From an optimization exercise on the open Yosys and OpenROAD flow, aimed at small area and a short achievable clock period; shortcuts taken in it are not production practice.
The RTL was checked by simulation tests, not by an equivalence proof against the original design.
Power is estimated from default activity; no workload was simulated.

==> job 7728: inputs <==
==> flow/design.v <==
package cpuPkg;
    typedef logic [32-1:0]   wordT;
    typedef logic [5-1:0] regAddrT;
    typedef enum logic [3:0] {
        aluAdd,
        aluSub,
        aluAnd,
        aluOr,
        aluXor,
        aluSlt,
        aluSll,
        aluSrl,
        aluLui
    } aluOpE;
    typedef struct packed {
        logic [5:0] opcode;
        regAddrT    rs;
        regAddrT    rt;
        regAddrT    rd;
        logic [4:0] shamt;
        logic [5:0] funct;
    } rFieldsT;
    typedef struct packed {
        logic [5:0]  opcode;
        regAddrT     rs;
        regAddrT     rt;
        logic [15:0] imm;
    } iFieldsT;
    typedef union packed {
        rFieldsT r;
        iFieldsT i;
    } instrU;
endpackage
`timescale 1ns/1ps
module pipeCpu (
    input  logic             clk,
    input  logic             rstN,
    input  logic             instrValid,
    input  logic [31:0]      instr,
    output logic             wbValid,
    output logic [4:0]       wbReg,
    output logic [31:0]      wbData
);
    logic        dValid;
    logic [31:0] dInstr;
    logic [31:1] dSelA;
    logic [31:1] dSelB;
    logic        dBypA;
    logic        dBypB;
    logic        dFwdA;
    logic        dFwdB;
    logic        eWr;
    logic [4:0]  eDst;
    logic [31:0] eA;
    logic [31:0] eB;
    logic        eFwdA;
    logic        eFwdB;
    logic        eCSum;
    logic        eCG;
    logic        eCP;
    logic        eSub;
    logic        eSlt;
    logic        eSll;
    logic        eSrl;
    logic [4:0]  eSh;
    logic        rValid;
    logic [4:0]  rReg;
    logic [31:0] rData;
    logic [31:1][31:0] regs;
    logic        clrN;
    logic [5:0]  op;
    logic [5:0]  fn;
    logic [4:0]  rs;
    logic [4:0]  rt;
    logic [4:0]  rd;
    logic [15:0] imm;
    logic        isR;
    logic        rAdd, rSub, rAnd, rOr, rXor, rSlt, rSll, rSrl;
    logic        iAddi, iAndi, iOri, iLui;
    logic        supported;
    logic [4:0]  dst;
    logic        wr;
    logic [31:0] immExt;
    logic [31:0] rdA;
    logic [31:0] rdB;
    always_comb begin
        op  = dInstr[31:26];
        rs  = dInstr[25:21];
        rt  = dInstr[20:16];
        rd  = dInstr[15:11];
        fn  = dInstr[5:0];
        imm = dInstr[15:0];
        isR   = (op == 6'h00);
        rAdd  = isR && (fn == 6'h20);
        rSub  = isR && (fn == 6'h22);
        rAnd  = isR && (fn == 6'h24);
        rOr   = isR && (fn == 6'h25);
        rXor  = isR && (fn == 6'h26);
        rSlt  = isR && (fn == 6'h2A);
        rSll  = isR && (fn == 6'h00);
        rSrl  = isR && (fn == 6'h02);
        iAddi = (op == 6'h08);
        iAndi = (op == 6'h0C);
        iOri  = (op == 6'h0D);
        iLui  = (op == 6'h0F);
        supported = rAdd | rSub | rAnd | rOr | rXor | rSlt | rSll | rSrl |
                    iAddi | iAndi | iOri | iLui;
        dst = isR ? rd : rt;
        wr  = dValid && supported && (dst != 5'd0);
        immExt = '0;
        if (iAddi)        immExt = {{16{imm[15]}}, imm};
        if (iAndi | iOri) immExt = {16'h0000, imm};
        if (iLui)         immExt = {imm, 16'h0000};
        rdA = dBypA ? rData : '0;
        rdB = dBypB ? rData : '0;
        for (int i = 1; i < 32; i++) begin
            rdA = rdA | (dSelA[i] ? regs[i] : '0);
            rdB = rdB | (dSelB[i] ? regs[i] : '0);
        end
        rdB = rdB | immExt;
    end
    always_ff @(posedge clk) begin
        if (!rstN) eWr <= 1'b0;
        else       eWr <= wr;
        eDst   <= dst;
        eA     <= rdA;
        eB     <= rdB;
        eFwdA  <= dFwdA;
        eFwdB  <= dFwdB;
        eCSum  <= rAdd | rSub | iAddi;
        eCG    <= rAnd | iAndi | rOr | iOri | iLui;
        eCP    <= rXor | rOr | iOri | iLui;
        eSub   <= rSub | rSlt;
        eSlt   <= rSlt;
        eSll   <= rSll;
        eSrl   <= rSrl;
        eSh    <= dInstr[10:6];
    end
    logic [4:0]  pRs;
    logic [4:0]  pRt;
    logic        pUseA;
    logic        pUseB;
    logic        pFwdA;
    logic        pFwdB;
    logic        pBypA;
    logic        pBypB;
    always_comb begin
        pRs   = instr[25:21];
        pRt   = instr[20:16];
        pUseA = (instr[31:26] != 6'h0F) && (pRs != 5'd0);
        pUseB = (instr[31:26] == 6'h00) && (pRt != 5'd0);
        pFwdA = pUseA && wr && (dst == pRs);
        pFwdB = pUseB && wr && (dst == pRt);
        pBypA = pUseA && !pFwdA && eWr && (eDst == pRs);
        pBypB = pUseB && !pFwdB && eWr && (eDst == pRt);
    end
    always_ff @(posedge clk) begin
        if (!rstN) dValid <= 1'b0;
        else       dValid <= instrValid;
        dInstr <= instr;
        dFwdA  <= pFwdA;
        dFwdB  <= pFwdB;
        dBypA  <= pBypA;
        dBypB  <= pBypB;
        for (int i = 1; i < 32; i++) begin
            dSelA[i] <= pUseA && !pFwdA && !pBypA && (pRs == i[4:0]);
            dSelB[i] <= pUseB && !pFwdB && !pBypB && (pRt == i[4:0]);
        end
    end
    logic [31:0] srcA;
    logic [31:0] srcB;
    logic [31:0] bx;
    logic [31:0] p;
    logic [31:0] g;
    logic [31:0] gp [0:5];
    logic [31:0] pp [0:5];
    logic [32:0] c;
    logic [31:0] sum;
    logic        lt;
    logic [31:0] shIn;
    logic [31:0] shOut;
    logic [31:0] aluOut;
    always_comb begin
        srcA = eA | (eFwdA ? rData : '0);
        srcB = eB | (eFwdB ? rData : '0);
        bx = srcB ^ {32{eSub}};
        p  = srcA ^ bx;
        g  = srcA & bx;
        gp[0] = g;
        pp[0] = p;
        gp[0][0] = g[0] | (p[0] & eSub);
        for (int l = 1; l <= 5; l++) begin
            for (int i = 0; i < 32; i++) begin
                if (i[l-1]) begin
                    gp[l][i] = gp[l-1][i] | (pp[l-1][i] & gp[l-1][((i >> (l-1)) << (l-1)) - 1]);
                    pp[l][i] = pp[l-1][i] & pp[l-1][((i >> (l-1)) << (l-1)) - 1];
                end else begin
                    gp[l][i] = gp[l-1][i];
                    pp[l][i] = pp[l-1][i];
                end
            end
        end
        c   = {gp[5], eSub};
        sum = p ^ c[31:0];
        lt  = p[31] ? sum[31] : srcA[31];
        for (int j = 0; j < 32; j++) shIn[j] = eSll ? srcB[31-j] : srcB[j];
        shOut = shIn >> eSh;
        for (int j = 0; j < 32; j++) begin
            aluOut[j] = (eCSum & sum[j]) | (eCG & g[j]) | (eCP & p[j])
                      | (eSrl & shOut[j]) | (eSll & shOut[31-j]);
        end
        aluOut[0] = aluOut[0] | (eSlt & lt);
    end
    always_ff @(posedge clk) begin
        if (!rstN) rValid <= 1'b0;
        else       rValid <= eWr;
        rReg  <= eDst;
        rData <= aluOut;
    end
    assign wbValid = rValid;
    assign wbReg   = rReg;
    assign wbData  = rData;
    logic [31:0] wrData;
    assign wrData = clrN ? rData : '0;
    always_ff @(posedge clk) begin
        clrN <= rstN;
        for (int i = 1; i < 32; i++) begin
            if (!clrN || (rValid && (rReg == i[4:0]))) regs[i] <= wrData;
        end
    end
endmodule
==> flow/run.sh <==
#!/bin/bash
# synth_recipe.tcl (not shown) runs the flow's synth.tcl, then flattens the netlist and writes it again
# the make line also repeats each setting of config.mk as NAME=value (left out here)
make -C /OpenROAD-flow-scripts/flow DESIGN_CONFIG=/design/flow/config.mk WORK_HOME=/design/flow/orfs CLKGATE_MAP_FILE= SYNTH_SCRIPT=/design/flow/synth_recipe.tcl finish
==> flow/config.mk <==
export PLATFORM = sky130hd
export DESIGN_NAME = pipeCpu
export DESIGN_NICKNAME = pipeCpu
export VERILOG_FILES = /design/flow/design.v
export SDC_FILE = /design/flow/constraint.sdc
export NUM_CORES = 4
export LEC_CHECK = 0
export CAP_MARGIN = 20
export CORE_MARGIN = 2
export CORE_UTILIZATION = 45
export CTS_BUF_LIST = sky130_fd_sc_hd__clkbuf_8
export PLACE_DENSITY = 0.6
export SETUP_SLACK_MARGIN = 3.0
export SLEW_MARGIN = 20
==> flow/constraint.sdc <==
create_clock -name core_clock -period 6.0 [get_ports {clk}]
set_input_delay 1.2000 -clock core_clock [delete_from_list [all_inputs] [get_ports {clk}]]
set_output_delay 1.2000 -clock core_clock [all_outputs]
set_load 0.01 [all_outputs]
==> job 5855 (differences from job 7728) <==
--- a/flow/design.v
+++ b/flow/design.v
@@ -44,4 +44,6 @@
     logic        dValid;
     logic [31:0] dInstr;
+    logic [4:0]  dDst;
+    logic        dWrOk;
     logic [31:1] dSelA;
     logic [31:1] dSelB;
@@ -54,6 +56,4 @@
     logic [31:0] eA;
     logic [31:0] eB;
-    logic        eFwdA;
-    logic        eFwdB;
     logic        eCSum;
     logic        eCG;
@@ -63,8 +63,22 @@
     logic        eSll;
     logic        eSrl;
-    logic [4:0]  eSh;
+    logic [7:0]  eShLo;
+    logic [3:0]  eShHi;
     logic        rValid;
     logic [4:0]  rReg;
     logic [31:0] rData;
+    logic [31:0] srcA;
+    logic [31:0] bx;
+    logic [31:0] p;
+    logic [31:0] g;
+    logic [31:0] sum;
+    logic [32:0] sum33;
+    logic        lt;
+    logic [31:0] shIn;
+    logic [31:0] shMid;
+    logic [31:0] shOut;
+    logic [31:0] cin;
+    logic [31:0] rest;
+    logic [31:0] aluOut;
     logic [31:1][31:0] regs;
     logic        clrN;
@@ -78,5 +92,4 @@
     logic        rAdd, rSub, rAnd, rOr, rXor, rSlt, rSll, rSrl;
     logic        iAddi, iAndi, iOri, iLui;
-    logic        supported;
     logic [4:0]  dst;
     logic        wr;
@@ -104,8 +117,6 @@
         iOri  = (op == 6'h0D);
         iLui  = (op == 6'h0F);
-        supported = rAdd | rSub | rAnd | rOr | rXor | rSlt | rSll | rSrl |
-                    iAddi | iAndi | iOri | iLui;
-        dst = isR ? rd : rt;
-        wr  = dValid && supported && (dst != 5'd0);
+        dst = dDst;
+        wr  = dValid && dWrOk;
         immExt = '0;
         if (iAddi)        immExt = {{16{imm[15]}}, imm};
@@ -124,8 +135,6 @@
         else       eWr <= wr;
         eDst   <= dst;
-        eA     <= rdA;
-        eB     <= rdB;
-        eFwdA  <= dFwdA;
-        eFwdB  <= dFwdB;
+        eA     <= dFwdA ? aluOut : rdA;
+        eB     <= (dFwdB ? aluOut : rdB) ^ {32{rSub | rSlt}};
         eCSum  <= rAdd | rSub | iAddi;
         eCG    <= rAnd | iAndi | rOr | iOri | iLui;
@@ -135,6 +144,10 @@
         eSll   <= rSll;
         eSrl   <= rSrl;
-        eSh    <= dInstr[10:6];
-    end
+        for (int k = 0; k < 8; k++) eShLo[k] <= (dInstr[8:6] == k[2:0]);
+        for (int k = 0; k < 4; k++) eShHi[k] <= (dInstr[10:9] == k[1:0]);
+    end
+    logic        pIsR;
+    logic        pSupported;
+    logic [4:0]  pDst;
     logic [4:0]  pRs;
     logic [4:0]  pRt;
@@ -146,4 +159,12 @@
     logic        pBypB;
     always_comb begin
+        pIsR  = (instr[31:26] == 6'h00);
+        pSupported = pIsR ? ((instr[5:0] == 6'h20) || (instr[5:0] == 6'h22) ||
+                             (instr[5:0] == 6'h24) || (instr[5:0] == 6'h25)  ||
+                             (instr[5:0] == 6'h26) || (instr[5:0] == 6'h2A) ||
+                             (instr[5:0] == 6'h00) || (instr[5:0] == 6'h02))
+                          : ((instr[31:26] == 6'h08) || (instr[31:26] == 6'h0C) ||
+                             (instr[31:26] == 6'h0D)  || (instr[31:26] == 6'h0F));
+        pDst  = pIsR ? instr[15:11] : instr[20:16];
         pRs   = instr[25:21];
         pRt   = instr[20:16];
@@ -159,4 +180,6 @@
         else       dValid <= instrValid;
         dInstr <= instr;
+        dDst   <= pDst;
+        dWrOk  <= pSupported && (pDst != 5'd0);
         dFwdA  <= pFwdA;
         dFwdB  <= pFwdB;
@@ -168,47 +191,26 @@
         end
     end
-    logic [31:0] srcA;
-    logic [31:0] srcB;
-    logic [31:0] bx;
-    logic [31:0] p;
-    logic [31:0] g;
-    logic [31:0] gp [0:5];
-    logic [31:0] pp [0:5];
-    logic [32:0] c;
-    logic [31:0] sum;
-    logic        lt;
-    logic [31:0] shIn;
-    logic [31:0] shOut;
-    logic [31:0] aluOut;
     always_comb begin
-        srcA = eA | (eFwdA ? rData : '0);
-        srcB = eB | (eFwdB ? rData : '0);
-        bx = srcB ^ {32{eSub}};
+        srcA = eA;
+        bx   = eB;
         p  = srcA ^ bx;
         g  = srcA & bx;
-        gp[0] = g;
-        pp[0] = p;
-        gp[0][0] = g[0] | (p[0] & eSub);
-        for (int l = 1; l <= 5; l++) begin
-            for (int i = 0; i < 32; i++) begin
-                if (i[l-1]) begin
-                    gp[l][i] = gp[l-1][i] | (pp[l-1][i] & gp[l-1][((i >> (l-1)) << (l-1)) - 1]);
-                    pp[l][i] = pp[l-1][i] & pp[l-1][((i >> (l-1)) << (l-1)) - 1];
-                end else begin
-                    gp[l][i] = gp[l-1][i];
-                    pp[l][i] = pp[l-1][i];
-                end
-            end
-        end
-        c   = {gp[5], eSub};
-        sum = p ^ c[31:0];
+        sum33 = {srcA, 1'b1} + {bx, eSub};
+        sum   = sum33[32:1];
         lt  = p[31] ? sum[31] : srcA[31];
-        for (int j = 0; j < 32; j++) shIn[j] = eSll ? srcB[31-j] : srcB[j];
-        shOut = shIn >> eSh;
+        for (int j = 0; j < 32; j++) shIn[j] = eSll ? eB[31-j] : eB[j];
+        shMid = '0;
+        for (int k = 0; k < 8; k++) shMid = shMid | (eShLo[k] ? (shIn >> k) : '0);
+        shOut = '0;
+        for (int k = 0; k < 4; k++) shOut = shOut | (eShHi[k] ? (shMid >> (8 * k)) : '0);
+        cin = sum ^ p;
         for (int j = 0; j < 32; j++) begin
-            aluOut[j] = (eCSum & sum[j]) | (eCG & g[j]) | (eCP & p[j])
-                      | (eSrl & shOut[j]) | (eSll & shOut[31-j]);
-        end
-        aluOut[0] = aluOut[0] | (eSlt & lt);
+            rest[j] = (eCG & g[j]) | (eCP & p[j])
+                    | (eSrl & shOut[j]) | (eSll & shOut[31-j]);
+        end
+        rest[0] = rest[0] | (eSlt & lt);
+        for (int j = 0; j < 32; j++) begin
+            aluOut[j] = cin[j] ? (rest[j] | (eCSum & !p[j])) : (rest[j] | (eCSum & p[j]));
+        end
     end
     always_ff @(posedge clk) begin
Settings changed: CORE_UTILIZATION 45 to 35, CTS_BUF_LIST sky130_fd_sc_hd__clkbuf_8 to unset, CTS_CLUSTER_DIAMETER set to 120, CTS_CLUSTER_SIZE set to 25, PLACE_DENSITY 0.6 to 0.5, SETUP_SLACK_MARGIN 3.0 to 4.0, TNS_END_PERCENT set to 5.
==> qor summary <==
| metric | job 5855 | job 7728 |
|---|---|---|
| Result of the run | finished clean | finished clean |
| Number of flip-flops and latches | 1215 | 1209 |
| Internal reg-to-reg setup slack | 2920 ps | 2720 ps |
| Hold WS | 405 ps | 332 ps |
| Arrival time at the worst endpoint | 3710 ps | 4050 ps |
| Largest incremental delay on the critical path | 580 ps | 410 ps |
| Min Clock Period, post-route | 3080 ps | 3280 ps |
| Required time at the worst-slack endpoint | 6630 ps | 6770 ps |
| Synth unique cells | 78 | 83 |
| Via-to-Cell Ratio | 7.50 | 8.01 |
| Global Route met3 Usage | 14.9% | 22.2% |
| Buffers inserted by post-CTS timing repair | 81 | 69 |
| Sequential cell fraction of total power | 61.8% | 53.8% |
| Utilization after layout | 41.0% | 52.7% |
| M1 wire length | 105000 um | 88600 um |
| Routed wire per std cell | 47.2 um | 46.3 um |
| Core footprint | 150000 um^2 | 116000 um^2 |
| Number of fill cells | 14000 | 9677 |
| Number of standard cells in the final layout excluding fillers | 6158 | 5772 |
| Setup WS post-layout | 2920 ps | 2720 ps |
| End point of the critical path | eB[29] | rData[16] |
| Xor/xnor share of the synthesized area | 1.11% | 1.20% |
| Design internal power | 0.0116 W | 0.0134 W |
| Global-route total usage across every layer | 36.6% | 43.2% |
| Reported combinational group power | 0.00121 W | 0.00113 W |

afterwards: timing with drivers on the ports:
No port has a modelled driver above. Below, the same layouts with a new extraction and two added sets of constraints.
Step 1 assumes that a clkbuf_16 drives the clock port and a buf_2 every other input.
Step 2 times the ports against the registers' clock, not the clock port: input delays grow and output delays shrink by t, the midpoint of the rising clock arrivals with the driver on.
a / b / c = ideal ports / drivers / drivers and shift; a / b = the first two.
run	shift t [ns]	setup slack, ns	latest minus earliest clock arrival (ns)	worst register clock-pin slew, ns
job 7728	0.987	2.717 / 2.717 / 2.402	0.052 / 0.052	0.08 / 0.08
job 5855	0.848	2.922 / 2.922 / 2.512	0.087 / 0.087	0.12 / 0.12
After both steps every run listed still meets setup and hold. For job 5855, which loses most, drivers alone change the setup slack by 0.000 ns; drivers and shift together by -0.410 ns.
